This is an optimization exercise on Yosys and OpenROAD, whose aim is small area and a short achievable clock period, not a production implementation.
Where RTL was checked, it was by simulation tests only, not by an equivalence proof against the original.
The RTL of run 5 was laid out without a check of its function.
Power is estimated from default activity; no workload was simulated.

==> design/flow/design.v <==
module audio_sample_fifo #(
  parameter int DEPTH   = 64,
  parameter int PREFILL = 32,
  localparam int AW     = $clog2(DEPTH)
) (
  input  logic          i_clk36,
  input  logic          i_rst36,
  input  logic          i_flush,
  input  logic          i_wr_valid,
  input  logic [47:0]   i_wr_data,
  output logic          o_wr_ready,
  input  logic          i_rdreq,
  output logic [47:0]   o_lraudio,
  output logic          o_wait,
  output logic [AW:0]   o_level,
  output logic          o_playing
  ,
  input  logic          i_stats_clr,
  output logic [15:0]   o_overflows,
  output logic [15:0]   o_underruns
);
  localparam logic [0:0]  S_FILL    = 1'b0;
  localparam logic [0:0]  S_PLAY    = 1'b1;
  localparam logic [AW:0] FULL_LVL  = (AW+1)'(DEPTH);
  localparam logic [AW:0] PRE_LVL   = (AW+1)'(PREFILL);
  logic [47:0]   mem_q [DEPTH];
  logic [AW-1:0] wr_ptr_q, wr_ptr_d;
  logic [AW-1:0] rd_ptr_q, rd_ptr_d;
  logic [AW:0]   level_q, level_d;
  logic [0:0]    state_q, state_d;
  logic          wait_q, playing_q;
  logic          wr_acc, rd_acc;
  assign o_wr_ready = (level_q != FULL_LVL) && !i_flush;
  assign wr_acc     = i_wr_valid && o_wr_ready;
  assign rd_acc     = i_rdreq && (level_q != '0) && !i_flush;
  always_comb begin
    wr_ptr_d = wr_ptr_q;
    rd_ptr_d = rd_ptr_q;
    level_d  = level_q;
    if (i_flush) begin
      wr_ptr_d = '0;
      rd_ptr_d = '0;
      level_d  = '0;
    end else begin
      if (wr_acc) wr_ptr_d = wr_ptr_q + AW'(1);
      if (rd_acc) rd_ptr_d = rd_ptr_q + AW'(1);
      if (wr_acc && !rd_acc)      level_d = level_q + (AW+1)'(1);
      else if (rd_acc && !wr_acc) level_d = level_q - (AW+1)'(1);
    end
  end
  always_comb begin
    state_d = state_q;
    if (i_flush) begin
      state_d = S_FILL;
    end else if (state_q == S_FILL) begin
      if (level_d >= PRE_LVL) state_d = S_PLAY;
    end else if (rd_acc && !wr_acc && (level_d == '0)) begin
      state_d = S_FILL;
    end
  end
  always_ff @(posedge i_clk36 or posedge i_rst36) begin
    if (i_rst36) begin
      wr_ptr_q  <= '0;
      rd_ptr_q  <= '0;
      level_q   <= '0;
      state_q   <= S_FILL;
      wait_q    <= 1'b1;
      playing_q <= 1'b0;
    end else begin
      wr_ptr_q  <= wr_ptr_d;
      rd_ptr_q  <= rd_ptr_d;
      level_q   <= level_d;
      state_q   <= state_d;
      wait_q    <= (state_d == S_FILL);
      playing_q <= (state_d == S_PLAY);
    end
  end
  always_ff @(posedge i_clk36) begin
    if (wr_acc) mem_q[wr_ptr_q] <= i_wr_data;
  end
  assign o_lraudio = (level_q != '0) ? mem_q[rd_ptr_q] : 48'h0;
  assign o_wait    = wait_q;
  assign o_playing = playing_q;
  assign o_level   = level_q;
  logic [15:0] ovf_q, und_q;
  logic        ovf_inc, und_inc;
  assign ovf_inc = i_wr_valid && !o_wr_ready && !i_flush;
  assign und_inc = ((state_q == S_PLAY) && (state_d == S_FILL) && !i_flush)
                 || (i_rdreq && (level_q == '0));
  always_ff @(posedge i_clk36 or posedge i_rst36) begin
    if (i_rst36) begin
      ovf_q <= '0;
      und_q <= '0;
    end else if (i_stats_clr) begin
      ovf_q <= '0;
      und_q <= '0;
    end else begin
      if (ovf_inc && (ovf_q != 16'hFFFF)) ovf_q <= ovf_q + 16'd1;
      if (und_inc && (und_q != 16'hFFFF)) und_q <= und_q + 16'd1;
    end
  end
  assign o_overflows = ovf_q;
  assign o_underruns = und_q;
endmodule
==> design/flow/run.sh <==
#!/bin/bash
# synth_recipe.tcl (not shown) runs the flow's synth.tcl, then flattens the netlist and writes it again
# the make line also repeats each setting of config.mk as NAME=value (left out here)
make -C /OpenROAD-flow-scripts/flow DESIGN_CONFIG=/design/flow/config.mk WORK_HOME=/design/flow/orfs CLKGATE_MAP_FILE= SYNTH_SCRIPT=/design/flow/synth_recipe.tcl finish
==> design/flow/config.mk <==
export PLATFORM = sky130hd
export DESIGN_NAME = audio_sample_fifo
export DESIGN_NICKNAME = audio_sample_fifo
export VERILOG_FILES = /design/flow/design.v
export SDC_FILE = /design/flow/constraint.sdc
export NUM_CORES = 4
export LEC_CHECK = 0
export CAP_MARGIN = 20
export CORE_MARGIN = 2
export CORE_UTILIZATION = 40
export SLEW_MARGIN = 20
==> design/flow/constraint.sdc <==
create_clock -name core_clock -period 6.0 [get_ports {i_clk36}]
set_input_delay 1.2000 -clock core_clock [delete_from_list [all_inputs] [get_ports {i_clk36}]]
set_output_delay 1.2000 -clock core_clock [all_outputs]
set_load 0.01 [all_outputs]
==> flow_summary_export.csv, run 1 <==
group,metric,value,unit
synthesis,synth-edff-count,3072,
placement,dp_hpwl,169000,microns
clock_network,clkTransAtPathRegs,0.06,ns
grt,grt_use_total,21.78,%
clock_network,worst_case_clock_buffer_depth,4,
cells_and_area,final_cell_area,0.1379,sq mm
setup_path,end_kind,"output pin",
drt,detail_route.wirelength,330500,microns
floorplan,std_cell_rows,200,
placement,dpl-instance-area,0.1279,sq mm
sta,setup-violations-final,0,
worst_hold_path,min_path_type,"reg -> reg",
sta,post-route-min-period,5.883,ns
synthesis,synth_flop_cell,"sky130_fd_sc_hd__edfxtp_1",
setup_path,worstPathRequired,4.80,ns
setup_path,cp_num_cells,7,
setup_path,r2r.worst_path.cells,10,
grt,grt_pass1_wl,457400,microns
clock_network,numCtsBuffers,318,
floorplan,core-area,0.2970,sq mm
clock_network,worst_skew_pair.late_latency,0.86,ns
drt,dr_total_vias,57130,
sta,timing.hold.ws,0.5838,ns
sta,final.setup.tns,0,ns
power,power_per_cell_area,384.7,mW/mm^2
setup_path,kind_of_cell_adding_the_most_delay_to_the_critical_path,"multiplexers",
sta,top_achievable_clock_speed,0.1700,GHz
sta,hold_viol_final,0,
synthesis,synthesized_area_per_cell,25.06,sq um
synthesis,synth_warnings,1,
setup_path,critPathMaxStageDelay,0.73,ns
clock_network,tritoncts,"yes",
outcome,run_status,"timing/DRC/antenna clean",
floorplan,die-height,550.5,microns
placement,gp_congestion,0.7672,
grt,first_global_vias,56300,
placement,port-buffer-count,143,
clock_network,tritoncts_num_sinks,3125,
clock_network,hold_buffers,0,
synthesis,synth_async_sr_flop_share,1.696,%
setup_path,worst_path_most_repeated_cell,"sky130_fd_sc_hd__mux4_2",
synthesis,synth_seq_area_share,78.34,%
power,static-leakage-power,41.18,nW
setup_path,critical_path.slowest_cell,"sky130_fd_sc_hd__dfrtp_4",
flow_run,maximum_capacitance_violations,0,
floorplan,boundaryPins,144,
synthesis,synthCells,4767,
cells_and_area,fillCellCount,23970,
setup_path,critPathMaxFanout,30,
sta,clock_skew,0.04864,ns
cells_and_area,num-nets-final,5274,
floorplan,horizontal_die_dimension,550.5,microns
sta,worstMarginPinSlew,1.151,ns
sta,post_route_setup_slack,0.1167,ns
setup_path,critPathLaunchType,"flop",
drt,drt_first_iter_violations,8242,
grt,grt_antenna_before_repair,23,
synthesis,post_synth_instance_area,0.1194,sq mm
clock_network,clockRootBuffer,"sky130_fd_sc_hd__clkbuf_16",
drt,postRouteAntennaNets,0,
setup_path,crit_type,"reg -> out",
clock_network,cts.repair_timing.setup_buffer_count,0,
cells_and_area,final_layout_size_suffix_gt1_share,33.33,%
grt,grt_start_max_net_pins,73,
sta,report.final.slew_viol_count,0,
cells_and_area,area_growth,15.45,%
worst_hold_path,hold_path_depth,2,
cells_and_area,finish.utilization,46.43,%
floorplan,effective_utilization_at_floorplan,40.21,%
drt,drcViolationCount,0,
synthesis,ys_seq_elements,3125,
setup_path,r2r_setup_slack,2.01,ns
power,vdd_drop_max,0.0002428,V
placement,preCtsSetupSlack,0.9775,ns
setup_path,crit_path_cell_trace,"buf_12 > buf_16 > mux4_2 > mux4_2 > mux4_2 > and2_1 > clkdlybuf4s50_1",
drt,wire_per_inst,35.16,microns
drt,viasPerCell,6.077,
floorplan,floorplan.die_area,0.3030,sq mm
drt,detail_route.first_pass.iterations,5,
sta,max_slew_margin,23.30,%
sta,period_share,98.06,%
grt,grt.overflow.total,0,
setup_path,critPathArrivalTime,4.68,ns
synthesis,synth.lib_cells_used.distinct,51,
clock_network,htree_num_levels,5,
setup_path,count_of_buffer_and_inverter_cells_on_the_critical_path,3,
sta,setup_repair_after_global_routing_missed_its_margin,"false",
-- report_power, final --
group          switching (mW)  leakage, nW  internal, mW
sequential              0.123         28.3          24.1
combinational            4.49         7.95          5.21
clock                    8.13         4.89          11.0
-- state kept, by name, summed over array words and instances, names as in the netlist --
register	cells
wait_q	1
rd_ptr_q	6
ovf_q	16
wr_ptr_q	6
state_q	1
level_q	7
und_q	16
mem_q	3072
-- worst reg2reg max path, delay by kind of cell (launching register included) --
kind                       cells  cell delay [ns]
AOI/OAI and AO/OA              4             0.97
buffers and inverters          1             0.15
and+or+nand+nor                4             2.19
DFF                            1             0.46
adders and majority gates      1             0.17
-- through the flow --
step / instances / power, mW
2_1_floorplan: 4767 / 31.25
3_3_place_gp: 8831 / 34.47
3_5_place_dp: 8831 / 34.52
4_1_cts: 9395 / 53.57
5_1_grt: 9397 / 54.82
6_report: 9400 / 53.05
-- final timing paths --
check | startpoint | to
setup reg to reg | level_q[0] | und_q[13]
max in group asynchronous | i_rst36 | rd_ptr_q[5]
min in group asynchronous | i_rst36 | ovf_q[11]
setup / recovery | rd_ptr_q[0] | o_lraudio[34]
hold reg to reg | und_q[8] | und_q[8]
hold / removal | und_q[8] | und_q[8]
-- logic make-up after synthesis --
family          count (synthesis)  share of synthesized area (%)
buf+inv                       262                         0.8443
xor+xnor                       23                         0.1687
simple gates                  276                          1.184
mux                          1012                          19.04
compound gates                 62                         0.3478
fa+ha+maj                       7                        0.07332
flops                        3125                          78.34
-- layout by cell type (no fill, tap or decap), types with 23 or more instances in the layout --
cell                              netlist  final
sky130_fd_sc_hd__a21oi_1               23     23
sky130_fd_sc_hd__and2_1                51     51
sky130_fd_sc_hd__buf_12                 0     80
sky130_fd_sc_hd__buf_2                  2     43
sky130_fd_sc_hd__buf_4                  0    159
sky130_fd_sc_hd__bufinv_16              0     24
sky130_fd_sc_hd__clkbuf_1             189     65
sky130_fd_sc_hd__clkbuf_16              0    327
sky130_fd_sc_hd__clkdlybuf4s50_1        0     97
sky130_fd_sc_hd__clkinv_1               0     60
sky130_fd_sc_hd__clkinv_2               0     65
sky130_fd_sc_hd__dfrtp_1               52     46
sky130_fd_sc_hd__edfxtp_1            3072   3072
sky130_fd_sc_hd__mux4_2              1008   1008
sky130_fd_sc_hd__nand2_1               34     34
sky130_fd_sc_hd__nor2_1               101     37
sky130_fd_sc_hd__nor2_4                 0     64
-- layer usage --
metal  GRT usage, %  vias to the layer above  part of all wire [%]
met5              0                        -                 0.022
met4          5.367                       12                   2.5
met3          3.833                      511                   9.2
met2          33.71                     2906                    47
met1          32.26                    32000                    41
li1               -                    21700                     -
-- synthesized netlist by cell type, drive strengths merged (3+ instances only) --
cell type | number | area (sq um)
mux4 | 1008 | 22700
xor2 | 15 | 131.4
ha | 7 | 87.58
o31ai | 5 | 37.54
nand4 | 9 | 56.30
nor3 | 3 | 25.02
or4 | 6 | 45.04
a21oi | 23 | 115.1
nor2 | 101 | 379.1
nand3 | 22 | 110.1
buf | 66 | 272.8
dfrtp | 52 | 1301
inv | 7 | 26.28
clkbuf | 189 | 709.4
and2 | 51 | 319.1
or2 | 3 | 18.77
or3 | 18 | 112.6
nand2 | 34 | 127.6
and4 | 4 | 35.03
edfxtp | 3072 | 92250
and3 | 6 | 37.54
nand3b | 4 | 30.03
o21ai | 17 | 85.08
or3b | 3 | 26.28
a211oi | 4 | 45.05
mux2i | 3 | 30.03
xnor2 | 8 | 70.07
nand2b | 4 | 25.02
-- what timing repair did --
item | 4_1_cts | 5_1_grt
setup endpoints to repair | 0 | 1
endpoints found under the hold margin | 0 | 0
gates resized for setup | 0 | 2
-- final cells by class --
class	instances	area, sq um	share of cell area, %
sequential	3125	93600	67.87
multi-input combinational	1380	25350	18.38
inverter	7	26.28	0.01905
clock buffer	394	8454	6.131
clock inverter	170	1503	1.090
tap	3939	4928	3.574
timing repair buffer	381	4036	2.927
antenna	4	10.01	0.007258
==> run 2: changes to the inputs <==
==> design/flow/design.v (replaced) <==
module audio_sample_fifo #(
  parameter int DEPTH   = 64,
  parameter int PREFILL = 32,
  localparam int AW     = $clog2(DEPTH)
) (
  input  logic          i_clk36,
  input  logic          i_rst36,
  input  logic          i_flush,
  input  logic          i_wr_valid,
  input  logic [47:0]   i_wr_data,
  output logic          o_wr_ready,
  input  logic          i_rdreq,
  output logic [47:0]   o_lraudio,
  output logic          o_wait,
  output logic [AW:0]   o_level,
  output logic          o_playing
  ,
  input  logic          i_stats_clr,
  output logic [15:0]   o_overflows,
  output logic [15:0]   o_underruns
);
  localparam int          MD       = DEPTH - 1;         
  localparam logic [AW:0] FULL_LVL = (AW+1)'(DEPTH);
  localparam logic [AW:0] PRE_LVL  = (AW+1)'(PREFILL);
  logic [47:0]   mem_q [MD];
  logic [47:0]   head_q;
  logic [AW-1:0] wp_q, rp_q;
  logic [AW:0]   level_q;
  logic          play_q;
  logic          empty, one, full;
  logic          wr_acc, rd_acc;
  logic [AW-1:0] wp_inc, rp_inc;
  logic [47:0]   rd_data;
  assign empty = (level_q == '0);
  assign one   = (level_q == (AW+1)'(1));
  assign full  = (level_q == FULL_LVL);
  assign o_wr_ready = !full && !i_flush;
  assign wr_acc     = i_wr_valid && !full && !i_flush;
  assign rd_acc     = i_rdreq && !empty && !i_flush;
  assign wp_inc  = (wp_q == AW'(MD-1)) ? '0 : wp_q + AW'(1);
  assign rp_inc  = (rp_q == AW'(MD-1)) ? '0 : rp_q + AW'(1);
  always_comb begin
    rd_data = '0;
    for (int i = 0; i < MD; i++)
      rd_data = rd_data | (mem_q[i] & {48{rp_q == AW'(i)}});
  end
  logic [AW:0] level_d;
  logic        play_d;
  always_comb begin
    level_d = level_q;
    if (i_flush)                level_d = '0;
    else if (wr_acc && !rd_acc) level_d = level_q + (AW+1)'(1);
    else if (rd_acc && !wr_acc) level_d = level_q - (AW+1)'(1);
  end
  logic drain;    
  assign drain = rd_acc && !wr_acc && one;
  always_comb begin
    play_d = play_q;
    if (i_flush)      play_d = 1'b0;
    else if (!play_q) play_d = (level_d >= PRE_LVL);
    else if (drain)   play_d = 1'b0;
  end
  always_ff @(posedge i_clk36 or posedge i_rst36) begin
    if (i_rst36) begin
      wp_q    <= '0;
      rp_q    <= '0;
      level_q <= '0;
      play_q  <= 1'b0;
      head_q  <= '0;
    end else begin
      level_q <= level_d;
      play_q  <= play_d;
      if (i_flush) begin
        wp_q   <= '0;
        rp_q   <= '0;
        head_q <= '0;
      end else begin
        if (wr_acc && !empty && !(rd_acc && one)) wp_q <= wp_inc;
        if (rd_acc) begin
          if (one) head_q <= wr_acc ? i_wr_data : '0;
          else begin
            head_q <= rd_data;
            rp_q   <= rp_inc;
          end
        end else if (wr_acc && empty) begin
          head_q <= i_wr_data;
        end
      end
    end
  end
  always_ff @(posedge i_clk36) begin
    if (!full) mem_q[wp_q] <= i_wr_data;
  end
  assign o_lraudio = head_q;
  assign o_wait    = !play_q;
  assign o_playing = play_q;
  assign o_level   = level_q;
  logic [15:0] ovf_q, und_q;
  logic        ovf_inc, und_inc;
  assign ovf_inc = i_wr_valid && full && !i_flush;
  assign und_inc = (play_q && drain) || (i_rdreq && empty);
  always_ff @(posedge i_clk36 or posedge i_rst36) begin
    if (i_rst36) begin
      ovf_q <= '0;
      und_q <= '0;
    end else if (i_stats_clr) begin
      ovf_q <= '0;
      und_q <= '0;
    end else begin
      if (ovf_inc && (ovf_q != 16'hFFFF)) ovf_q <= ovf_q + 16'd1;
      if (und_inc && (und_q != 16'hFFFF)) und_q <= und_q + 16'd1;
    end
  end
  assign o_overflows = ovf_q;
  assign o_underruns = und_q;
endmodule
==> run 2 against run 1 <==
Against the previous run:
- utilization increased by 0.38 points
- maximum frequency increased by 24%
- cell area decreased by 3.1%
- still clean
- area after synthesis decreased by 3.8%
- cell count increased by 14%
- clock-buffer cell count increased by 25
- sequential cell count decreased by 1
- wire length increased by 56%
- clock power increased by 3%
- global-route usage increased by 13 points
- sequential share of layout area increased by 2.0 points
- synthesized cell count increased by 32%
==> flow_summary_export.csv, run 2 <==
group,metric,value,unit
setup_path,critPathLaunchType,"flop",
cells_and_area,mostFrequentLayoutCells,"3024 x sky130_fd_sc_hd__edfxtp_1, 763 x sky130_fd_sc_hd__a22oi_1, 336 x sky130_fd_sc_hd__clkbuf_16",
grt,grt_pass1_wl,668300,microns
setup_path,worstPathRequired,6.79,ns
clock_network,clockRootBuffer,"sky130_fd_sc_hd__clkbuf_16",
synthesis,post_synth_instance_area,0.1149,sq mm
sta,max_slew_margin,13.89,%
sta,post-route-min-period,4.737,ns
synthesis,ys_seq_elements,3124,
clock_network,tritoncts_num_sinks,3124,
synthesis,synthMostInstantiatedCell,"sky130_fd_sc_hd__edfxtp_1",
synthesis,synth_warnings,1,
power,power_per_cell_area,372.8,mW/mm^2
placement,port-buffer-count,143,
power,static-leakage-power,41.70,nW
synthesis,synth_seq_area_share,81.23,%
synthesis,synth_flop_cell,"sky130_fd_sc_hd__edfxtp_1",
sta,top_achievable_clock_speed,0.2111,GHz
worst_hold_path,min_path_type,"reg -> reg",
outcome,run_status,"timing/DRC/antenna clean",
grt,grt_use_total,34.56,%
cells_and_area,num-nets-final,6765,
grt,grt_antenna_before_repair,56,
grt,grt.overflow.total,0,
sta,setup_repair_after_global_routing_missed_its_margin,"false",
clock_network,numCtsBuffers,330,
clock_network,htree_num_levels,5,
synthesis,synth-edff-count,3024,
cells_and_area,biggestRegsByFlops,"mem_q (3024), head_q (48)",
setup_path,critPathArrivalTime,5.53,ns
floorplan,boundaryPins,144,
floorplan,core-area,0.2855,sq mm
setup_path,critPathMaxStageDelay,0.88,ns
drt,drcViolationCount,0,
cells_and_area,area_growth,16.31,%
sta,worstMarginPinSlew,1.289,ns
drt,detail_route.first_pass.iterations,8,
clock_network,resize_count_post_cts,0,
setup_path,critPathMaxFanout,40,
placement,dp_hpwl,274700,microns
cells_and_area,largest_reg_flops,3024,
synthesis,synth_top_cells_by_area,"sky130_fd_sc_hd__edfxtp_1 79%, sky130_fd_sc_hd__a22oi_1 5.0%, sky130_fd_sc_hd__a221oi_1 2.3%",
sta,period_share,78.96,%
cells_and_area,final_layout_size_suffix_gt1_share,14.17,%
floorplan,std_cell_rows,196,
synthesis,netlist.top_cell.by_area,"sky130_fd_sc_hd__edfxtp_1",
drt,wire_per_inst,48.05,microns
grt,grt_start_max_net_pins,78,
cells_and_area,finish.utilization,46.81,%
setup_path,critical_path.slowest_cell,"sky130_fd_sc_hd__dfrtp_4",
clock_network,cts.repair_timing.setup_buffer_count,0,
drt,dr_total_vias,78500,
cells_and_area,max_flop_register,"mem_q",
setup_path,crit_path_cell_trace,"buf_4 > or3b_1 > nor2_4 > buf_4 > a22o_1 > a221oi_1 > nand4_1 > nor4_1 > a211oi_1",
synthesis,synthesized_area_per_cell,18.30,sq um
grt,first_global_vias,69980,
setup_path,end_kind,"flop",
drt,detail_route.wirelength,516600,microns
clock_network,tritoncts,"yes",
sta,final.setup.tns,0,ns
floorplan,horizontal_die_dimension,539.9,microns
drt,drt_first_iter_violations,17830,
clock_network,worst_case_clock_buffer_depth,4,
clock_network,worst_skew_pair.late_latency,0.99,ns
sta,hold_viol_final,0,
synthesis,post_synth_top_area_share,79.05,%
clock_network,clkTransAtPathRegs,0.06,ns
sta,timing.hold.ws,0.5690,ns
floorplan,die-height,539.9,microns
drt,postRouteAntennaNets,0,
synthesis,synthCells,6277,
setup_path,crit_type,"reg -> reg",
flow_run,maximum_capacitance_violations,0,
drt,viasPerCell,7.302,
cells_and_area,register_area,0.09332,sq mm
power,vdd_drop_max,0.0003169,V
sta,report.final.slew_viol_count,0,
setup_path,worst_path_most_repeated_cell,"sky130_fd_sc_hd__buf_4",
clock_network,hold_buffers,0,
placement,gp_congestion,0.9156,
synthesis,synth.top_cells.by_count,"3024 x sky130_fd_sc_hd__edfxtp_1, 763 x sky130_fd_sc_hd__a22oi_1, 297 x sky130_fd_sc_hd__a221oi_1",
cells_and_area,mostFrequentLayoutCell,"sky130_fd_sc_hd__edfxtp_1",
floorplan,floorplan.die_area,0.2915,sq mm
synthesis,synth_async_sr_flop_share,3.201,%
floorplan,effective_utilization_at_floorplan,40.24,%
cells_and_area,fillCellCount,23850,
cells_and_area,multi_input_comb_area,0.02061,sq mm
sta,clock_skew,0.06440,ns
synthesis,synth.lib_cells_used.distinct,83,
sta,setup-violations-final,0,
[run 2: cell count changes in the layout (fill, tap and decap cells not counted), moves of 50 or more]
| cell | before | now |
|---|---|---|
| sky130_fd_sc_hd__a21oi_1 | 23 | 122 |
| sky130_fd_sc_hd__mux2i_1 | 3 | 88 |
| sky130_fd_sc_hd__a22o_1 | 0 | 290 |
| sky130_fd_sc_hd__nand4_1 | 9 | 205 |
| sky130_fd_sc_hd__dfrtp_1 | 46 | 96 |
| sky130_fd_sc_hd__nor2_4 | 64 | 125 |
| sky130_fd_sc_hd__nor3_1 | 1 | 68 |
| sky130_fd_sc_hd__nand3_1 | 22 | 78 |
| sky130_fd_sc_hd__buf_4 | 159 | 255 |
| sky130_fd_sc_hd__mux4_2 | 1008 | 0 |
| sky130_fd_sc_hd__nand2_1 | 34 | 151 |
| sky130_fd_sc_hd__nor2_1 | 37 | 88 |
| sky130_fd_sc_hd__a221oi_1 | 1 | 297 |
| sky130_fd_sc_hd__a22oi_1 | 0 | 763 |
[run 2: cell type report]
| cell class | count | share of cell area [%] |
|---|---|---|
| multi-input combinational | 2768 | 15.43 |
| timing repair buffer | 458 | 3.450 |
| clock inverter | 165 | 1.033 |
| inverter | 18 | 0.05431 |
| tap | 3762 | 3.523 |
| antenna | 37 | 0.06929 |
| clock buffer | 419 | 6.601 |
| sequential | 3124 | 69.84 |
[run 2: path summary, 6_finish.rpt]
kind                       startpoint    endpoint  slack (ns)  cells after the start
max                           rp_q[5]  head_q[10]        1.26                      9
min                        head_q[42]  head_q[42]        0.57                      2
max reg2reg                   rp_q[5]  head_q[10]        1.26                      9
min reg2reg                head_q[42]  head_q[42]        0.57                      2
max in group asynchronous     i_rst36  head_q[28]        4.01                      4
min in group asynchronous     i_rst36  head_q[23]        0.62                      2
[run 2: where the power goes]
group          leakage [nW]  total [mW]  switching [mW]  internal (mW)
Clock                  5.00        19.8            8.51           11.3
Sequential             28.6        24.9           0.475           24.4
Combinational          8.12        5.07            3.60           1.47
Total                  41.7        49.8            12.6           37.2
[run 2: cell families (layout without fill, tap and decap cells)]
family / count (synthesis) / in the layout / share of synthesized area [%]
buffers and inverters: 385 / 1060 / 1.638
DFF: 3124 / 3124 / 81.23
muxes: 94 / 94 / 0.8256
and+or+nand+nor: 958 / 958 / 4.537
adders and majority gates: 13 / 13 / 0.1372
other: 0 / 37 / 0
xor gates and xnor gates: 27 / 27 / 0.2059
AOI/OAI and AO/OA: 1676 / 1676 / 11.43
[run 2: metal layers]
| metal | up-vias | global-route usage, % | routed length (microns) |
|---|---|---|---|
| li1 | 27400 | - | - |
| met1 | 39630 | 43.88 | 165100 |
| met2 | 9284 | 49.15 | 216500 |
| met3 | 2164 | 13.06 | 93090 |
| met4 | 30 | 23.19 | 41720 |
| met5 | - | 0 | 202 |
[run 2: per-stage QoR]
step	cells	setup slack [ns]	power, mW	instance area (sq um)
final	10750	1.263	49.82	133600
after global routing	10720	1.429	50.51	133500
after CTS	10710	1.449	49.43	133400
after detailed placement	10130	1.454	30.16	123200
after global placement	10120	1.463	30.11	123000
after floorplan	6277	1.192	27.23	114900
[run 2: critical path, delay by kind of cell (launching register included)]
kind                   cells  cell delay (ns)
AO/OA/AOI/OAI              3             0.83
buffers and inverters      2             0.90
flip-flops                 1             0.88
AND/OR/NAND/NOR            4             1.88
==> run 3: changes to the inputs <==
--- a/design/flow/design.v
+++ b/design/flow/design.v
@@ -24,25 +24,27 @@
   localparam logic [AW:0] PRE_LVL  = (AW+1)'(PREFILL);
   logic [47:0]   mem_q [MD];
   logic [47:0]   head_q;
-  logic [AW-1:0] wp_q, rp_q;
+  logic [AW-1:0] wp_q;
+  logic [MD-1:0] rp_q;      
   logic [AW:0]   level_q;
-  logic          play_q;
+  logic          play_q, wait_q;
   logic          empty, one, full;
   logic          wr_acc, rd_acc;
-  logic [AW-1:0] wp_inc, rp_inc;
+  logic [AW-1:0] wp_inc;
+  logic [MD-1:0] rp_inc;
   logic [47:0]   rd_data;
   assign empty = (level_q == '0);
   assign one   = (level_q == (AW+1)'(1));
-  assign full  = (level_q == FULL_LVL);
+  assign full  = level_q[AW];    
   assign o_wr_ready = !full && !i_flush;
   assign wr_acc     = i_wr_valid && !full && !i_flush;
   assign rd_acc     = i_rdreq && !empty && !i_flush;
   assign wp_inc  = (wp_q == AW'(MD-1)) ? '0 : wp_q + AW'(1);
-  assign rp_inc  = (rp_q == AW'(MD-1)) ? '0 : rp_q + AW'(1);
+  assign rp_inc  = {rp_q[MD-2:0], rp_q[MD-1]};
   always_comb begin
     rd_data = '0;
     for (int i = 0; i < MD; i++)
-      rd_data = rd_data | (mem_q[i] & {48{rp_q == AW'(i)}});
+      rd_data = rd_data | (mem_q[i] & {48{rp_q[i]}});
   end
   logic [AW:0] level_d;
   logic        play_d;
@@ -63,16 +65,18 @@
   always_ff @(posedge i_clk36 or posedge i_rst36) begin
     if (i_rst36) begin
       wp_q    <= '0;
-      rp_q    <= '0;
+      rp_q    <= MD'(1);
       level_q <= '0;
       play_q  <= 1'b0;
+      wait_q  <= 1'b1;
       head_q  <= '0;
     end else begin
       level_q <= level_d;
       play_q  <= play_d;
+      wait_q  <= !play_d;
       if (i_flush) begin
         wp_q   <= '0;
-        rp_q   <= '0;
+        rp_q   <= MD'(1);
         head_q <= '0;
       end else begin
         if (wr_acc && !empty && !(rd_acc && one)) wp_q <= wp_inc;
@@ -92,7 +96,7 @@
     if (!full) mem_q[wp_q] <= i_wr_data;
   end
   assign o_lraudio = head_q;
-  assign o_wait    = !play_q;
+  assign o_wait    = wait_q;
   assign o_playing = play_q;
   assign o_level   = level_q;
   logic [15:0] ovf_q, und_q;
--- a/design/flow/config.mk
+++ b/design/flow/config.mk
@@ -7,5 +7,9 @@
 export LEC_CHECK = 0
 export CAP_MARGIN = 20
 export CORE_MARGIN = 2
-export CORE_UTILIZATION = 40
+export CORE_UTILIZATION = 55
+export CTS_BUF_LIST = sky130_fd_sc_hd__clkbuf_16
+export CTS_CLUSTER_DIAMETER = 60
+export CTS_CLUSTER_SIZE = 30
+export SETUP_SLACK_MARGIN = 3.0
 export SLEW_MARGIN = 20
==> run 3 against run 2 <==
Against the previous run:
- still clean on timing, DRC and antenna
- global-route usage is 11 points higher
- cell count is 12% lower
- critical path depth down 3
- first-iteration DRC count fell by 5.1%
- maximum frequency up 42%
- die area is 27% lower
- utilization increased by 16 points
- critical path type is now in -> reg
- sequential power up 2%
- largest power group unchanged
- register-to-register slack improved by 1.5 ns
- worst hold slack worse by 0.027 ns
- largest cell class unchanged
- synthesized cell count fell by 0.97%
==> flow_summary_export.csv, run 3 <==
group,metric,value,unit
outcome,run_status,"timing/DRC/antenna clean",
cells_and_area,fillCellCount,14570,
clock_network,htree_num_levels,4,
synthesis,synth-edff-count,3024,
worst_hold_path,hold_path_depth,1,
placement,dp_hpwl,251900,microns
placement,port-buffer-count,143,
synthesis,synth.lib_cells_used.distinct,57,
clock_network,tritoncts,"yes",
synthesis,post_synth_mux_area_share,0.1489,%
floorplan,std_cell_rows,167,
synthesis,simple_logic_cell_fraction_of_the_synthesized_area,3.450,%
synthesis,synth_async_sr_flop_share,4.965,%
cells_and_area,final_layout_size_suffix_gt1_share,14.36,%
cells_and_area,finish.cell_count_without_fillers,9504,
sta,top_achievable_clock_speed,0.3005,GHz
sta,period_share,55.46,%
synthesis,synth_xor_xnor_area_share,0.1598,%
power,power_per_cell_area,345.4,mW/mm^2
synthesis,synth_top_cells_by_area,"sky130_fd_sc_hd__edfxtp_1 79%, sky130_fd_sc_hd__a22oi_1 3.5%, sky130_fd_sc_hd__a221oi_1 3.4%",
cells_and_area,num-nets-final,6589,
clock_network,clkTransAtPathRegs,0.09,ns
grt,grt.overflow.total,0,
grt,first_global_vias,67950,
cells_and_area,multi_input_comb_area,0.01930,sq mm
sta,max_slew_margin,15.85,%
setup_path,crit_path_cell_trace,"clkdlybuf4s50_1 > nor3b_4 > and3_4 > a211oi_1 > nor4_1 > a21oi_1",
drt,drcViolationCount,0,
synthesis,post_synth_top_area_share,78.91,%
cells_and_area,largest_reg_flops,3024,
setup_path,crit_type,"in -> reg",
clock_network,worst_case_clock_buffer_depth,3,
setup_path,critPathArrivalTime,4.06,ns
power,vdd_drop_max,0.0004046,V
clock_network,numCtsBuffers,178,
sta,report.final.slew_viol_count,0,
drt,drt_first_iter_violations,16930,
sta,setup-violations-final,0,
setup_path,r2r.worst_path.cells,6,
floorplan,floorplan.die_area,0.2129,sq mm
sta,hold_viol_final,0,
setup_path,critPathLaunchType,"input port",
synthesis,synth_warnings,1,
setup_path,critPathMaxFanout,48,
floorplan,boundaryPins,144,
sta,worstMarginPinSlew,1.262,ns
setup_path,worstPathRequired,6.73,ns
cells_and_area,mostFrequentLayoutCell,"sky130_fd_sc_hd__edfxtp_1",
synthesis,ys_seq_elements,3182,
synthesis,synthAdderAreaFrac,0.08698,%
grt,grt_antenna_before_repair,41,
cells_and_area,area_growth,12.51,%
synthesis,synthesized_area_per_cell,18.51,sq um
clock_network,worst_skew_pair.late_latency,0.91,ns
drt,postRouteAntennaNets,0,
clock_network,tritoncts_num_sinks,3182,
setup_path,end_kind,"flop",
drt,detail_route.first_pass.iterations,9,
synthesis,synthCells,6216,
grt,grt_pass1_wl,638500,microns
power,static-leakage-power,40.72,nW
synthesis,post_synth_instance_area,0.1151,sq mm
placement,placedCellCount,9020,
synthesis,synth_compound_area_share,12.33,%
sta,clock_skew,0.04707,ns
sta,setup_repair_after_global_routing_missed_its_margin,"true",
sta,post-route-min-period,3.328,ns
sta,final.setup.tns,0,ns
flow_run,maximum_capacitance_violations,0,
floorplan,horizontal_die_dimension,461.4,microns
synthesis,synth_flop_cell,"sky130_fd_sc_hd__edfxtp_1",
synthesis,synthMostInstantiatedCell,"sky130_fd_sc_hd__edfxtp_1",
worst_hold_path,min_path_type,"reg -> reg",
cells_and_area,max_flop_register,"mem_q",
power,report.power.total,44.72,mW
grt,grt_use_total,45.83,%
grt,grt_start_max_net_pins,80,
synthesis,netlist.top_cell.by_area,"sky130_fd_sc_hd__edfxtp_1",
synthesis,synth_seq_area_share,82.34,%
synthesis,combinational_family_with_the_most_area_after_synthesis,"compound AO/OA/AOI/OAI gates",
cells_and_area,register_area,0.09505,sq mm
placement,gp_congestion,0.8833,
drt,viasPerCell,8.068,
floorplan,die-height,461.4,microns
synthesis,synth.top_cells.by_count,"3024 x sky130_fd_sc_hd__edfxtp_1, 534 x sky130_fd_sc_hd__a22oi_1, 453 x sky130_fd_sc_hd__a221oi_1, 453 x sky130_fd_sc_hd__a22o_1, 298 x sky130_fd_sc_hd__clkbuf_1",
clock_network,clockRootBuffer,"sky130_fd_sc_hd__clkbuf_16",
drt,detail_route.wirelength,491800,microns
floorplan,effective_utilization_at_floorplan,55.46,%
drt,wire_per_inst,51.75,microns
setup_path,critical_path.slowest_cell,"sky130_fd_sc_hd__and3_4",
clock_network,hold_buffers,0,
floorplan,core-area,0.2075,sq mm
setup_path,critPathMaxStageDelay,1.03,ns
cells_and_area,mostFrequentLayoutCells,"3024 x sky130_fd_sc_hd__edfxtp_1, 534 x sky130_fd_sc_hd__a22oi_1, 453 x sky130_fd_sc_hd__a22o_1",
cells_and_area,biggestRegsByFlops,"mem_q (3024), rp_q (63), head_q (48)",
drt,dr_total_vias,76680,
run 3: worst paths after layout:
check	from	end	slack (ns)
max in group asynchronous	i_rst36	rp_q[58]	4.17
min	play_q	wait_q	0.54
min reg2reg	play_q	wait_q	0.54
min in group asynchronous	i_rst36	head_q[43]	0.80
max reg2reg	rp_q[27]	head_q[34]	2.79
max	i_wr_valid	head_q[11]	2.67
run 3: critical path: cells and delay by family:
family,cells,cell delay (ns)
and+or+nand+nor,3,1.68
AOI/OAI and AO/OA,2,0.45
buffers and inverters,1,0.62
run 3: repair_timing:
action,CTS,global route
gates cloned,1,2
gates resized for setup,147,12
setup endpoints to repair,1333,324
pin swaps,25,6
buffers inserted,93,15
run 3: through the flow:
| stage | area (sq um) | worst slack [ns] | hold WS, ns | utilization [%] |
|---|---|---|---|---|
| global placement | 121400 | 2.037 | 0.5582 | 58.53 |
| CTS | 129100 | 2.551 | 0.5437 | 62.20 |
| floorplan | 115300 | 2.336 | 0.5218 | - |
| finish | 129500 | 2.672 | 0.5416 | 62.40 |
| detailed placement | 121500 | 1.936 | 0.5653 | 58.56 |
| global route | 129400 | 2.750 | 0.5677 | 62.37 |
run 3: kinds of logic after synthesis:
group                      after synthesis
DFF                                   3182
AOI/OAI and AO/OA                     1782
and+or+nand+nor                        759
buffers and inverters                  447
xor gates and xnor gates                21
muxes                                   17
adders and majority gates                8
run 3: final cells by class:
cell class | count | share of cell area [%]
timing repair buffer | 524 | 3.685
multi-input combinational | 2587 | 14.91
inverter | 54 | 0.1595
clock inverter | 153 | 1.547
tap | 2788 | 2.694
sequential | 3182 | 73.41
clock buffer | 183 | 3.537
antenna | 33 | 0.06378
run 3: power by group:
group / switching, mW / leakage, nW / internal [mW] / total (mW)
clock: 8.39 / 3.18 / 6.36 / 14.7
combinational: 3.32 / 8.32 / 1.23 / 4.55
sequential: 0.555 / 29.2 / 24.9 / 25.4
run 3: metal layers:
layer	vias to the layer above	GRT usage, %	wire length [microns]
li1	27040	-	-
met1	39310	62.13	160600
met2	8485	65.42	209000
met3	1811	15.96	87810
met4	34	24.71	34190
met5	-	0	270
==> run 4: changes to the inputs <==
==> design/flow/flow/run.sh (new file) <==
#!/bin/bash
# Standard ORFS layout, with two changes to how ports are buffered and resized:
#  - port buffers are plain buffers (buf_4) instead of the resizer's default pick
#    (a slow clkdlybuf4s50 delay cell on this platform);
#  - timing repair may swap a cell for one with another footprint, so port
#    buffers and other cells can be resized freely.
# Each tool's full output is in the ORFS logs folder (orfs/logs/); make's own
# output goes to flow_make.log here.
set -euo pipefail
bash standard.sh MATCH_CELL_FOOTPRINT=0 \
  "BUFFER_PORTS_ARGS=-buffer_cell sky130_fd_sc_hd__buf_4" finish > flow_make.log 2>&1
==> design/flow/standard.sh (new file) <==
#!/bin/bash
# synth_recipe.tcl (not shown) runs the flow's synth.tcl, then flattens the netlist and writes it again
# the make line also repeats each setting of config.mk as NAME=value (left out here)
make -C /OpenROAD-flow-scripts/flow DESIGN_CONFIG=/design/flow/config.mk WORK_HOME=/design/flow/orfs CLKGATE_MAP_FILE= SYNTH_SCRIPT=/design/flow/synth_recipe.tcl "${@:-finish}"
removed: design/flow/run.sh
==> run 4 against run 3 <==
Against the previous run:
- still clean
- sequential share of layout area increased by 0.080 points
- global-route usage increased by 0.72 points
- cell count decreased by 0.44%
- clock-buffer cell count decreased by 4
- worst hold slack got worse by 0.048 ns
- combinational power increased by 3%
==> flow_summary_export.csv, run 4 <==
group,metric,value,unit
outcome,run_status,"timing/DRC/antenna clean",
drt,detail_route.first_pass.iterations,8,
sta,clock_skew,0.04709,ns
synthesis,synth.lib_cells_used.distinct,57,
power,static-leakage-power,40.48,nW
drt,dr_total_vias,77100,
sta,max_slew_margin,22.25,%
floorplan,boundaryPins,144,
grt,grt_start_max_net_pins,82,
clock_network,worst_skew_pair.late_latency,0.92,ns
synthesis,synth-edff-count,3024,
clock_network,worst_case_clock_buffer_depth,3,
floorplan,std_cell_rows,167,
sta,hold_viol_final,0,
clock_network,clkTransAtPathRegs,0.11,ns
grt,global_route.usage.met2,65.87,%
clock_network,htree_num_levels,4,
power,vdd_drop_max,0.0003685,V
synthesis,post_synth_top_area_share,78.91,%
synthesis,synth_flop_cell,"sky130_fd_sc_hd__edfxtp_1",
placement,port-buffer-count,143,
floorplan,horizontal_die_dimension,461.4,microns
sta,final.setup.tns,0,ns
grt,grt_use_total,46.55,%
floorplan,core-area,0.2075,sq mm
floorplan,effective_utilization_at_floorplan,55.46,%
setup_path,r2r-start,"rp_q[44]",
drt,wire_per_inst,52.74,microns
placement,dp_hpwl,259900,microns
cells_and_area,final_layout_size_suffix_gt1_share,14.89,%
drt,viasPerCell,8.148,
setup_path,crit_path_start,"rp_q[44]",
floorplan,floorplan.die_area,0.2129,sq mm
synthesis,post_synth_instance_area,0.1151,sq mm
cells_and_area,mostFrequentLayoutCell,"sky130_fd_sc_hd__edfxtp_1",
grt,grt.overflow.total,0,
synthesis,synth_async_sr_flop_share,4.965,%
sta,setup-violations-final,0,
clock_network,tritoncts,"yes",
setup_path,critPathArrivalTime,3.98,ns
setup_path,worstPathRequired,6.75,ns
drt,drcViolationCount,0,
flow_run,maximum_capacitance_violations,0,
grt,grt_busiest_layer,"met2",
synthesis,synthesized_area_per_cell,18.51,sq um
setup_path,r2r_setup_slack,2.77,ns
setup_path,critPathCapture,"head_q[2]",
sta,top_achievable_clock_speed,0.3099,GHz
drt,postRouteAntennaNets,0,
clock_network,clockRootBuffer,"sky130_fd_sc_hd__clkbuf_16",
drt,drt_first_iter_violations,18280,
clock_network,numCtsBuffers,175,
grt,grtUsageMet3,14.98,%
setup_path,end_kind,"flop",
cells_and_area,mostFrequentLayoutCells,"3024 x sky130_fd_sc_hd__edfxtp_1, 534 x sky130_fd_sc_hd__a22oi_1, 453 x sky130_fd_sc_hd__a22o_1, 453 x sky130_fd_sc_hd__a221oi_1, 430 x sky130_fd_sc_hd__buf_4",
sta,setup_repair_after_global_routing_missed_its_margin,"true",
drt,detail_route.wirelength,499000,microns
setup_path,crit_type,"reg -> reg",
synthesis,synth_top_cells_by_area,"sky130_fd_sc_hd__edfxtp_1 79%, sky130_fd_sc_hd__a22oi_1 3.5%, sky130_fd_sc_hd__a221oi_1 3.4%",
cells_and_area,area_growth,12.33,%
floorplan,die-height,461.4,microns
grt,grt_pass1_wl,647900,microns
synthesis,synthMostInstantiatedCell,"sky130_fd_sc_hd__edfxtp_1",
sta,post-route-min-period,3.227,ns
cells_and_area,biggestRegsByFlops,"mem_q (3024), rp_q (63), head_q (48)",
setup_path,r2r.worst_path.cells,5,
clock_network,tritoncts_num_sinks,3182,
grt,grt_antenna_before_repair,31,
power,report.power.total,45.15,mW
sta,report.final.slew_viol_count,0,
synthesis,netlist.top_cell.by_area,"sky130_fd_sc_hd__edfxtp_1",
grt,first_global_vias,68770,
synthesis,synthCells,6216,
cells_and_area,max_flop_register,"mem_q",
sta,period_share,53.78,%
sta,worstMarginPinSlew,1.166,ns
grt,use_met1,62.88,%
synthesis,synth_seq_area_share,82.34,%
cells_and_area,largest_reg_flops,3024,
synthesis,ys_seq_elements,3182,
setup_path,critPathLaunchType,"flop",
worst_hold_path,min_path_type,"in -> async",
power,power_per_cell_area,349.3,mW/mm^2
synthesis,synth.top_cells.by_count,"3024 x sky130_fd_sc_hd__edfxtp_1, 534 x sky130_fd_sc_hd__a22oi_1, 453 x sky130_fd_sc_hd__a221oi_1, 453 x sky130_fd_sc_hd__a22o_1, 298 x sky130_fd_sc_hd__clkbuf_1",
setup_path,critPathMaxFanout,22,
placement,gp_congestion,0.8879,
synthesis,synth_warnings,1,
cells_and_area,num-nets-final,6558,
setup_path,rr_endpoint,"head_q[2]",
[run 4: worst min path at each step]
stage               slack [ns]    endpoint     from  cells past startpoint
floorplan                 0.52      wait_q   play_q                      1
global placement          0.53      wait_q   play_q                      1
detailed placement        0.54      wait_q   play_q                      1
CTS                       0.51  head_q[26]  i_rst36                      2
global route              0.50  head_q[43]  i_rst36                      2
finish                    0.49  head_q[26]  i_rst36                      2
[run 4: cells by family (layout without fill, tap and decap cells)]
family                   count (synthesis)  in the layout  synth area share, %
flip-flops                            3182           3182                82.34
AO/OA/AOI/OAI                         1782           1782                12.33
AND/OR/NAND/NOR                        759            760                3.450
buffers and inverters                  447            880                1.485
XOR/XNOR                                21             21               0.1598
multiplexers                            17             17               0.1489
adder cells (fa/ha/maj)                  8              8              0.08698
other                                    0             24                    0
[run 4: per-stage QoR]
step	cell area [sq um]	util, %	hold slack (ns)	worst slack, ns	cells
6_report	129300	62.31	0.4932	2.773	9462
3_3_place_gp	121100	58.36	0.5314	2.125	9000
4_1_cts	129000	62.15	0.5119	2.882	9424
2_1_floorplan	115200	-	0.5218	2.336	6216
3_5_place_dp	121300	58.48	0.5373	2.172	9009
5_1_grt	129200	62.28	0.5041	2.933	9441
[run 4: cell type report]
type,instances,area [sq um]
flip-flops and latches,3182,95000
fillers,14600,78210
multi-input cells,2588,19320
repair buffers,495,4504
clock buffers,179,4479
well taps,2788,3488
clock inverters,152,2213
inverters,54,206.4
diodes,24,60.06
[run 4: timing repair]
action                                  in CTS  in global routing
pin swaps                                   39                  5
endpoints found under the setup margin    1759                172
gates resized for setup                     30                 25
cloned                                       2                  1
setup buffers                               82                 13
hold buffers                                 0                  0
[run 4: critical path, cell delays in order (launching register included)]
cell and delay (ns):
sky130_fd_sc_hd__dfrtp_4 0.83, sky130_fd_sc_hd__buf_4 0.46, sky130_fd_sc_hd__a221oi_1 0.52, sky130_fd_sc_hd__nand4_1 0.28
sky130_fd_sc_hd__nor4_2 0.80, sky130_fd_sc_hd__a21oi_1 0.16
[run 4: report_power, final]
| group | internal, mW | leakage [nW] | switching (mW) | total, mW |
|---|---|---|---|---|
| Combinational | 1.30 | 7.99 | 3.37 | 4.67 |
| Sequential | 24.9 | 29.3 | 0.638 | 25.5 |
| Clock | 6.65 | 3.23 | 8.33 | 15.0 |
[run 4: routing by layer]
| layer | wire length (microns) | part of all wire (%) |
|---|---|---|
| met5 | 120 | 0.024 |
| met1 | 161700 | 32 |
| met2 | 208200 | 42 |
| met3 | 87260 | 17 |
| met4 | 41770 | 8.4 |
==> run 5: changes to the inputs <==
--- a/design/flow/design.v
+++ b/design/flow/design.v
@@ -28,17 +28,14 @@
   logic [MD-1:0] rp_q;      
   logic [AW:0]   level_q;
   logic          play_q, wait_q;
-  logic          empty, one, full;
+  logic          empty_q, one_q, full_q;
   logic          wr_acc, rd_acc;
   logic [AW-1:0] wp_inc;
   logic [MD-1:0] rp_inc;
   logic [47:0]   rd_data;
-  assign empty = (level_q == '0);
-  assign one   = (level_q == (AW+1)'(1));
-  assign full  = level_q[AW];    
-  assign o_wr_ready = !full && !i_flush;
-  assign wr_acc     = i_wr_valid && !full && !i_flush;
-  assign rd_acc     = i_rdreq && !empty && !i_flush;
+  assign o_wr_ready = !full_q && !i_flush;
+  assign wr_acc     = i_wr_valid && !full_q && !i_flush;
+  assign rd_acc     = i_rdreq && !empty_q && !i_flush;
   assign wp_inc  = (wp_q == AW'(MD-1)) ? '0 : wp_q + AW'(1);
   assign rp_inc  = {rp_q[MD-2:0], rp_q[MD-1]};
   always_comb begin
@@ -55,7 +52,14 @@
     else if (rd_acc && !wr_acc) level_d = level_q - (AW+1)'(1);
   end
   logic drain;    
-  assign drain = rd_acc && !wr_acc && one;
+  assign drain = rd_acc && !wr_acc && one_q;
+  logic empty_d, one_d, full_d;
+  assign empty_d = i_flush || (!wr_acc && (empty_q || (one_q && rd_acc)));
+  assign one_d   = !i_flush && ((wr_acc && !rd_acc && empty_q)
+                             || (rd_acc && !wr_acc && (level_q == (AW+1)'(2)))
+                             || ((wr_acc == rd_acc) && one_q));
+  assign full_d  = !i_flush && ((wr_acc && !rd_acc && (level_q == FULL_LVL - (AW+1)'(1)))
+                             || (full_q && !rd_acc));
   always_comb begin
     play_d = play_q;
     if (i_flush)      play_d = 1'b0;
@@ -67,11 +71,17 @@
       wp_q    <= '0;
       rp_q    <= MD'(1);
       level_q <= '0;
+      empty_q <= 1'b1;
+      one_q   <= 1'b0;
+      full_q  <= 1'b0;
       play_q  <= 1'b0;
       wait_q  <= 1'b1;
       head_q  <= '0;
     end else begin
       level_q <= level_d;
+      empty_q <= empty_d;
+      one_q   <= one_d;
+      full_q  <= full_d;
       play_q  <= play_d;
       wait_q  <= !play_d;
       if (i_flush) begin
@@ -79,21 +89,21 @@
         rp_q   <= MD'(1);
         head_q <= '0;
       end else begin
-        if (wr_acc && !empty && !(rd_acc && one)) wp_q <= wp_inc;
+        if (wr_acc && !empty_q && !(rd_acc && one_q)) wp_q <= wp_inc;
         if (rd_acc) begin
-          if (one) head_q <= wr_acc ? i_wr_data : '0;
+          if (one_q) head_q <= wr_acc ? i_wr_data : '0;
           else begin
             head_q <= rd_data;
             rp_q   <= rp_inc;
           end
-        end else if (wr_acc && empty) begin
+        end else if (wr_acc && empty_q) begin
           head_q <= i_wr_data;
         end
       end
     end
   end
   always_ff @(posedge i_clk36) begin
-    if (!full) mem_q[wp_q] <= i_wr_data;
+    if (!full_q) mem_q[wp_q] <= i_wr_data;
   end
   assign o_lraudio = head_q;
   assign o_wait    = wait_q;
@@ -101,8 +111,8 @@
   assign o_level   = level_q;
   logic [15:0] ovf_q, und_q;
   logic        ovf_inc, und_inc;
-  assign ovf_inc = i_wr_valid && full && !i_flush;
-  assign und_inc = (play_q && drain) || (i_rdreq && empty);
+  assign ovf_inc = i_wr_valid && full_q && !i_flush;
+  assign und_inc = (play_q && drain) || (i_rdreq && empty_q);
   always_ff @(posedge i_clk36 or posedge i_rst36) begin
     if (i_rst36) begin
       ovf_q <= '0;
==> run 5 against run 4 <==
Against the previous run:
- still clean on timing, DRC and antenna
- global-route usage increased by 0.37 points
- first-iteration DRC count decreased by 2.4%
- cell count increased by 1.8%
- clock power about the same
- wire length increased by 1.4%
- cell area about the same
- synthesized cell count increased by 2.3%
- maximum frequency increased by 1.0%
- non-clock buffer count increased by 26
- setup slack improved by 0.033 ns
- highest routed layer unchanged
==> flow_summary_export.csv, run 5 <==
group,metric,value,unit
setup_path,r2r-start,"rp_q[1]",
synthesis,synthesized_area_per_cell,18.08,sq um
worst_hold_path,min_path_type,"in -> async",
synthesis,post_synth_instance_area,0.1150,sq mm
synthesis,netlist.top_cell.by_area,"sky130_fd_sc_hd__edfxtp_1",
outcome,run_status,"timing/DRC/antenna clean",
grt,grt_antenna_before_repair,48,
floorplan,effective_utilization_at_floorplan,55.40,%
synthesis,synth_warnings,1,
drt,drt_first_iter_violations,17850,
floorplan,core-area,0.2075,sq mm
sta,post_route_setup_slack,2.806,ns
power,power_per_cell_area,317.8,mW/mm^2
cells_and_area,final_layout_size_suffix_gt1_share,15.26,%
floorplan,die-height,461.2,microns
drt,detail_route.first_pass.iterations,9,
sta,clock_skew,0.05576,ns
placement,dp_hpwl,258700,microns
clock_network,clkTransAtPathRegs,0.11,ns
placement,placedCellCount,9132,
sta,setup_repair_after_global_routing_missed_its_margin,"true",
cells_and_area,mostFrequentLayoutCell,"sky130_fd_sc_hd__edfxtp_1",
synthesis,synth.lib_cells_used.distinct,56,
drt,dr_total_vias,77770,
synthesis,synth.top_cells.by_count,"3024 x sky130_fd_sc_hd__edfxtp_1, 1104 x sky130_fd_sc_hd__a22oi_1, 344 x sky130_fd_sc_hd__nand4_1",
sta,period_share,53.23,%
drt,drcViolationCount,0,
cells_and_area,mostFrequentLayoutCells,"3024 x sky130_fd_sc_hd__edfxtp_1, 1104 x sky130_fd_sc_hd__a22oi_1, 437 x sky130_fd_sc_hd__buf_4",
clock_network,htree_num_levels,4,
grt,grt_pass1_wl,650400,microns
power,vdd_drop_max,0.0002722,V
floorplan,floorplan.die_area,0.2127,sq mm
sta,final.setup.tns,0,ns
setup_path,end_kind,"flop",
clock_network,tritoncts_num_sinks,3185,
clock_network,clockRootBuffer,"sky130_fd_sc_hd__clkbuf_16",
sta,hold_viol_final,0,
grt,grt.overflow.total,0,
setup_path,crit_path_start,"rp_q[1]",
clock_network,tritoncts,"yes",
clock_network,worst_skew_pair.late_latency,0.90,ns
sta,setup-violations-final,0,
sta,top_achievable_clock_speed,0.3131,GHz
synthesis,post_synth_top_area_share,79.00,%
grt,grt_start_max_net_pins,69,
clock_network,numCtsBuffers,177,
cells_and_area,final_cell_area,0.1294,sq mm
sta,report.final.slew_viol_count,0,
setup_path,crit_type,"reg -> reg",
drt,postRouteAntennaNets,0,
floorplan,std_cell_rows,167,
cells_and_area,area_growth,12.54,%
cells_and_area,max_flop_register,"mem_q",
power,report.power.total,41.12,mW
sta,max_slew_margin,17.91,%
synthesis,ys_seq_elements,3185,
synthesis,synth_seq_area_share,82.50,%
cells_and_area,finish.utilization,62.35,%
synthesis,synthMostInstantiatedCell,"sky130_fd_sc_hd__edfxtp_1",
placement,port-buffer-count,143,
drt,detail_route.wirelength,506100,microns
synthesis,synth_top_cells_by_area,"sky130_fd_sc_hd__edfxtp_1 79%, sky130_fd_sc_hd__a22oi_1 7.2%, sky130_fd_sc_hd__dfrtp_1 3.4%",
drt,viasPerCell,8.071,
flow_run,maximum_capacitance_violations,0,
setup_path,critPathArrivalTime,3.97,ns
sta,timing.hold.ws,0.3902,ns
grt,grt_use_total,46.92,%
placement,gp_congestion,0.9090,
synthesis,synthCells,6357,
clock_network,worst_case_clock_buffer_depth,3,
cells_and_area,largest_reg_flops,3024,
power,static-leakage-power,40.19,nW
grt,first_global_vias,68320,
floorplan,horizontal_die_dimension,461.2,microns
sta,post-route-min-period,3.194,ns
setup_path,critPathLaunchType,"flop",
placement,preCtsSetupSlack,2.065,ns
sta,worstMarginPinSlew,1.226,ns
cells_and_area,num-nets-final,6723,
drt,wire_per_inst,52.52,microns
synthesis,synth_async_sr_flop_share,5.055,%
placement,dpl-instance-area,0.1209,sq mm
cells_and_area,finish.cell_count_without_fillers,9636,
setup_path,worstPathRequired,6.78,ns
synthesis,synth-edff-count,3024,
cells_and_area,biggestRegsByFlops,"mem_q (3024), rp_q (63), head_q (48)",
setup_path,critPathMaxFanout,23,
floorplan,boundaryPins,144,
synthesis,synth_flop_cell,"sky130_fd_sc_hd__edfxtp_1",
## run 5: changes by cell type after synthesis, moves of 48 or more
| cell | previous run | this run |
|---|---|---|
| sky130_fd_sc_hd__nand3_1 | 93 | 13 |
| sky130_fd_sc_hd__a221oi_1 | 453 | 192 |
| sky130_fd_sc_hd__a22oi_1 | 534 | 1104 |
| sky130_fd_sc_hd__nor2_1 | 104 | 155 |
| sky130_fd_sc_hd__nand4_1 | 214 | 344 |
| sky130_fd_sc_hd__a22o_1 | 453 | 192 |
| sky130_fd_sc_hd__a222oi_1 | 48 | 0 |
| sky130_fd_sc_hd__nand2_1 | 190 | 309 |
## run 5: cells by family (layout without fill, tap and decap cells)
| kind of cell | Yosys count | in the layout | synth area share [%] |
|---|---|---|---|
| flip-flops | 3185 | 3185 | 82.50 |
| other | 0 | 34 | 0 |
| AND/OR/NAND/NOR | 980 | 981 | 4.393 |
| multiplexers | 5 | 5 | 0.04680 |
| AO/OA/AOI/OAI | 1738 | 1738 | 11.36 |
| buffers and inverters | 409 | 865 | 1.361 |
| XOR/XNOR | 31 | 31 | 0.2362 |
| adder cells (fa/ha/maj) | 9 | 9 | 0.09796 |
## run 5: routing by layer
layer / global-route usage [%] / vias up / wire length, microns
met2: 65.70 / 8830 / 209700
met4: 27.14 / 36 / 38750
met3: 18.33 / 2056 / 95120
met1: 62.58 / 39670 / 162100
li1: - / 27180 / -
met5: 0.3904 / - / 413
## run 5: area by class of cell
type                       count  area [sq um]
antenna                       34         85.08
clock buffer                 183          4579
clock inverter               150          1996
fill                       14770         78120
inverter                      11         47.55
multi-input combinational   2764         19360
sequential                  3185         95110
tap                         2788          3488
timing repair buffer         521          4703
## run 5: timing repair
| action | 4_1_cts | 5_1_grt |
|---|---|---|
| setup endpoints to repair | 1087 | 199 |
| gates cloned | 1 | 0 |
| buffers inserted | 67 | 68 |
| hold buffers | 0 | 0 |
| resized for setup | 61 | 35 |
| pin swaps | 30 | 6 |
## run 5: worst max-delay path, stage by stage (launching register included)
cell and delay [ns]:
sky130_fd_sc_hd__dfrtp_4 0.77, sky130_fd_sc_hd__buf_4 0.46, sky130_fd_sc_hd__a21oi_1 0.33, sky130_fd_sc_hd__nand4_1 0.14, sky130_fd_sc_hd__or4_1 0.74, sky130_fd_sc_hd__nor4_4 0.40, sky130_fd_sc_hd__o22ai_1 0.15
## run 5: path summary, 6_finish.rpt
check | endpoint | slack, ns | cells past startpoint
worst max-delay path | head_q[40] | 2.81 | 6
worst max register to register | head_q[40] | 2.81 | 6
min in group core_clock | wait_q | 0.54 | 1
max in group asynchronous | one_q | 4.35 | 3
worst min register to register | wait_q | 0.54 | 1
worst min-delay path | rp_q[40] | 0.39 | 2
## run 5: where the power goes
group	total, mW	internal [mW]	switching (mW)
registers	24.8	24.6	0.250
clock network	14.8	6.44	8.33
logic	1.53	0.344	1.18
total	41.1	31.4	9.77
==> run 6: changes to the inputs <==
--- a/design/flow/design.v
+++ b/design/flow/design.v
@@ -30,7 +30,8 @@
   logic          play_q, wait_q;
   logic          empty_q, one_q, full_q;
   logic          wr_acc, rd_acc;
-  logic [AW-1:0] wp_inc;
+  logic [AW-1:0] wp_inc, wp_d;
+  logic [MD-1:0] we_q;      
   logic [MD-1:0] rp_inc;
   logic [47:0]   rd_data;
   assign o_wr_ready = !full_q && !i_flush;
@@ -38,11 +39,24 @@
   assign rd_acc     = i_rdreq && !empty_q && !i_flush;
   assign wp_inc  = (wp_q == AW'(MD-1)) ? '0 : wp_q + AW'(1);
   assign rp_inc  = {rp_q[MD-2:0], rp_q[MD-1]};
-  always_comb begin
-    rd_data = '0;
-    for (int i = 0; i < MD; i++)
-      rd_data = rd_data | (mem_q[i] & {48{rp_q[i]}});
+  logic [47:0] rd_grp [8];
+  for (genvar g = 0; g < 8; g++) begin : g_rd
+    localparam int N = (8*g + 8 <= MD) ? 8 : MD - 8*g;
+    logic [8*48-1:0] ent;
+    logic [7:0]  sel;
+    for (genvar j = 0; j < 8; j++) begin : g_ent
+      if (j < N) begin : g_used
+        assign ent[48*j +: 48] = mem_q[8*g+j];
+        assign sel[j] = rp_q[8*g+j];
+      end else begin : g_unused
+        assign ent[48*j +: 48] = '0;
+        assign sel[j] = 1'b0;
+      end
+    end
+    audio_sample_fifo_sel8 u_sel (.i_ent(ent), .i_sel(sel), .o_data(rd_grp[g]));
   end
+  assign rd_data = ((rd_grp[0] | rd_grp[1]) | (rd_grp[2] | rd_grp[3]))
+                 | ((rd_grp[4] | rd_grp[5]) | (rd_grp[6] | rd_grp[7]));
   logic [AW:0] level_d;
   logic        play_d;
   always_comb begin
@@ -50,6 +64,11 @@
     if (i_flush)                level_d = '0;
     else if (wr_acc && !rd_acc) level_d = level_q + (AW+1)'(1);
     else if (rd_acc && !wr_acc) level_d = level_q - (AW+1)'(1);
+  end
+  always_comb begin
+    wp_d = wp_q;
+    if (i_flush) wp_d = '0;
+    else if (wr_acc && !empty_q && !(rd_acc && one_q)) wp_d = wp_inc;
   end
   logic drain;    
   assign drain = rd_acc && !wr_acc && one_q;
@@ -68,9 +87,9 @@
   end
   always_ff @(posedge i_clk36 or posedge i_rst36) begin
     if (i_rst36) begin
-      wp_q    <= '0;
       rp_q    <= MD'(1);
       level_q <= '0;
+      wp_q    <= '0;
       empty_q <= 1'b1;
       one_q   <= 1'b0;
       full_q  <= 1'b0;
@@ -79,17 +98,16 @@
       head_q  <= '0;
     end else begin
       level_q <= level_d;
+      wp_q    <= wp_d;
       empty_q <= empty_d;
       one_q   <= one_d;
       full_q  <= full_d;
       play_q  <= play_d;
       wait_q  <= !play_d;
       if (i_flush) begin
-        wp_q   <= '0;
         rp_q   <= MD'(1);
         head_q <= '0;
       end else begin
-        if (wr_acc && !empty_q && !(rd_acc && one_q)) wp_q <= wp_inc;
         if (rd_acc) begin
           if (one_q) head_q <= wr_acc ? i_wr_data : '0;
           else begin
@@ -103,7 +121,12 @@
     end
   end
   always_ff @(posedge i_clk36) begin
-    if (!full_q) mem_q[wp_q] <= i_wr_data;
+    for (int i = 0; i < MD; i++)
+      we_q[i] <= (wp_d == AW'(i)) && !full_d;
+  end
+  always_ff @(posedge i_clk36) begin
+    for (int i = 0; i < MD; i++)
+      if (we_q[i]) mem_q[i] <= i_wr_data;
   end
   assign o_lraudio = head_q;
   assign o_wait    = wait_q;
@@ -128,3 +151,14 @@
   assign o_overflows = ovf_q;
   assign o_underruns = und_q;
 endmodule
+module audio_sample_fifo_sel8 (
+  input  logic [8*48-1:0] i_ent,
+  input  logic [7:0]  i_sel,
+  output logic [47:0] o_data
+);
+  always_comb begin
+    o_data = '0;
+    for (int j = 0; j < 8; j++)
+      o_data = o_data | (i_ent[48*j +: 48] & {48{i_sel[j]}});
+  end
+endmodule
--- a/design/flow/config.mk
+++ b/design/flow/config.mk
@@ -11,5 +11,6 @@
 export CTS_BUF_LIST = sky130_fd_sc_hd__clkbuf_16
 export CTS_CLUSTER_DIAMETER = 60
 export CTS_CLUSTER_SIZE = 30
-export SETUP_SLACK_MARGIN = 3.0
+export SETUP_SLACK_MARGIN = 3.1
 export SLEW_MARGIN = 20
+export SYNTH_HIERARCHICAL = 1
==> run 6 against run 5 <==
Against the previous run:
- still clean on timing, DRC and antenna
- maximum frequency grew 4.7%
- sequential share of layout area grew 1.8 points
- clock-buffer cell count grew 1
- wire length shrank 32%
- cell count shrank 1.3%
- via count shrank 15%
- clock skew shrank 0.024 ns
- synthesized cell count grew 0.47%
- setup slack gained 0.14 ns
- critical endpoint is now o_wr_ready
- highest routed layer unchanged
==> flow_summary_export.csv, run 6 <==
group,metric,value,unit
outcome,run_status,"timing/DRC/antenna clean",
sta,top_achievable_clock_speed,0.3277,GHz
sta,post_route_setup_slack,2.949,ns
grt,grt_pass1_wl,481300,microns
cells_and_area,fillCellCount,15410,
cells_and_area,mostFrequentLayoutCell,"sky130_fd_sc_hd__edfxtp_1",
cells_and_area,num-nets-final,6600,
clock_network,clkTransAtPathRegs,0.11,ns
grt,first_global_vias,62810,
floorplan,core-area,0.2119,sq mm
clock_network,worst_skew_pair.late_latency,0.89,ns
drt,drcViolationCount,0,
clock_network,cts.repair_timing.setup_buffer_count,0,
sta,max_slew_margin,17.40,%
drt,dr_total_vias,66110,
synthesis,post_synth_instance_area,0.1172,sq mm
synthesis,synth.top_cells.by_count,"3024 x sky130_fd_sc_hd__edfxtp_1, 1537 x sky130_fd_sc_hd__a22oi_1, 393 x sky130_fd_sc_hd__nand4_1",
drt,wirelength_met1,138300,microns
power,static-leakage-power,39.07,nW
synthesis,netlist.top_cell.by_area,"sky130_fd_sc_hd__edfxtp_1",
power,power_per_cell_area,316.4,mW/mm^2
drt,drt_first_iter_violations,9860,
setup_path,r2r_setup_slack,3.07,ns
grt,grt.overflow.total,0,
drt,route.top_layer_used,"met5",
synthesis,synthCells,6387,
drt,detail_route.first_pass.iterations,6,
synthesis,synth_compound_area_share,11.15,%
floorplan,horizontal_die_dimension,465.6,microns
setup_path,critPathArrivalTime,1.85,ns
setup_path,critPathLaunchType,"input port",
sta,post-route-min-period,3.051,ns
setup_path,crit_path_start,"i_flush",
placement,dp_hpwl,181900,microns
synthesis,synth_flop_cell,"sky130_fd_sc_hd__edfxtp_1",
drt,wl_met2,157400,microns
setup_path,critPathMaxFanout,48,
power,report.power.total,40.53,mW
sta,clock_skew,0.03145,ns
setup_path,worstPathRequired,4.80,ns
clock_network,tritoncts,"yes",
clock_network,htree_num_levels,4,
placement,port-buffer-count,143,
synthesis,synthMostInstantiatedCell,"sky130_fd_sc_hd__edfxtp_1",
sta,timing.hold.ws,0.5066,ns
clock_network,numCtsBuffers,176,
drt,detailroute.wirelength.met3,35160,microns
grt,grt_start_max_net_pins,127,
sta,hold_viol_final,0,
synthesis,synth_async_sr_flop_share,4.957,%
drt,postRouteAntennaNets,0,
synthesis,synth-edff-count,3024,
floorplan,floorplan.die_area,0.2168,sq mm
synthesis,synth_seq_area_share,82.00,%
clock_network,tritoncts_num_sinks,3248,
setup_path,end_kind,"output pin",
cells_and_area,biggestRegsByFlops,"mem_q (3024), rp_q (63), we_q (63)",
cells_and_area,finish.utilization,60.45,%
floorplan,die-height,465.6,microns
drt,wire_per_inst,36.29,microns
synthesis,synth_top_cells_by_area,"sky130_fd_sc_hd__edfxtp_1 77%, sky130_fd_sc_hd__a22oi_1 9.8%, sky130_fd_sc_hd__dfrtp_1 3.4%",
drt,detail_route.wirelength,345100,microns
flow_run,maximum_capacitance_violations,0,
clock_network,clockRootBuffer,"sky130_fd_sc_hd__clkbuf_16",
grt,grt_antenna_before_repair,4,
sta,worstMarginPinSlew,1.239,ns
synthesis,synthesized_area_per_cell,18.35,sq um
placement,gp_congestion,0.8218,
cells_and_area,area_growth,9.286,%
power,vdd_drop_max,0.0003387,V
setup_path,critPathMaxStageDelay,0.23,ns
==> run 6: logic make-up (layout without fill, tap and decap cells) <==
group,after synthesis,after routing
xor+xnor,33,33
simple gates,882,882
fa+ha+maj,9,9
buf+inv,401,652
other cells,1,53
mux,2,2
flops,3248,3248
compound gates,1811,1811
==> run 6: through the flow <==
step,area [sq um],instances
after CTS,127900,9507
final,128100,9511
after global routing,128100,9511
after global placement,121100,9176
after detailed placement,121100,9177
after floorplan,117700,6437
==> run 6: path summary, 6_finish.rpt <==
path                         endpoint  depth (start not counted)
min                         head_q[7]                          3
min in group core_clock    head_q[41]                          2
max                        o_wr_ready                          4
max in group asynchronous    rp_q[25]                          3
min reg2reg                head_q[41]                          2
max reg2reg                head_q[25]                          7
==> run 6: power by group <==
part	internal, mW	total (mW)	switching [mW]
Clock	6.36	14.5	8.12
Combinational	0.261	1.05	0.785
Sequential	24.8	25.0	0.176
Total	31.4	40.5	9.09
==> run 6: layout make-up <==
class,instances,area (sq um),share of cell area (%)
sequential,3248,96440,75.30
multi-input combinational,2788,19080,14.90
clock buffer,184,4604,3.595
tap,2821,3530,2.756
timing repair buffer,310,2469,1.927
clock inverter,145,1891,1.476
inverter,13,58.81,0.04591
antenna,2,5.005,0.003908
==> run 6: critical path, delay by kind of cell <==
kind                   cells  cell delay (ns)
and+or+nand+nor            1             0.04
buffers and inverters      3             0.60
==> run 6: repair_timing <==
action | CTS | global route
gates resized for setup | 53 | 22
setup endpoints to repair | 42 | 31
cloned | 1 | 0
hold buffers | 0 | 0
pin swaps | 0 | 0
==> run 6: layer usage <==
metal | vias to the layer above | global-route usage (%)
met5 | - | 0.4611
met1 | 34780 | 46.22
li1 | 26900 | -
met2 | 3879 | 48.15
met3 | 544 | 5.501
met4 | 4 | 11.88
==> run 6: Yosys stat by module, one instance, submodules excluded <==
module                  area (sq um)  flops+latches  copies in the design  cells
audio_sample_fifo_sel8          2053              0                     8    280
audio_sample_fifo             100800           3248                     1   4147

Re-timed with assumed drivers on the ports (clkbuf_16 on the clock, buf_2 on other inputs), run 6 has 2.854 ns of setup slack against 2.949 ns with ideal ports, and 2.254 ns once port delays also move by the mid clock arrival of 0.966 ns.
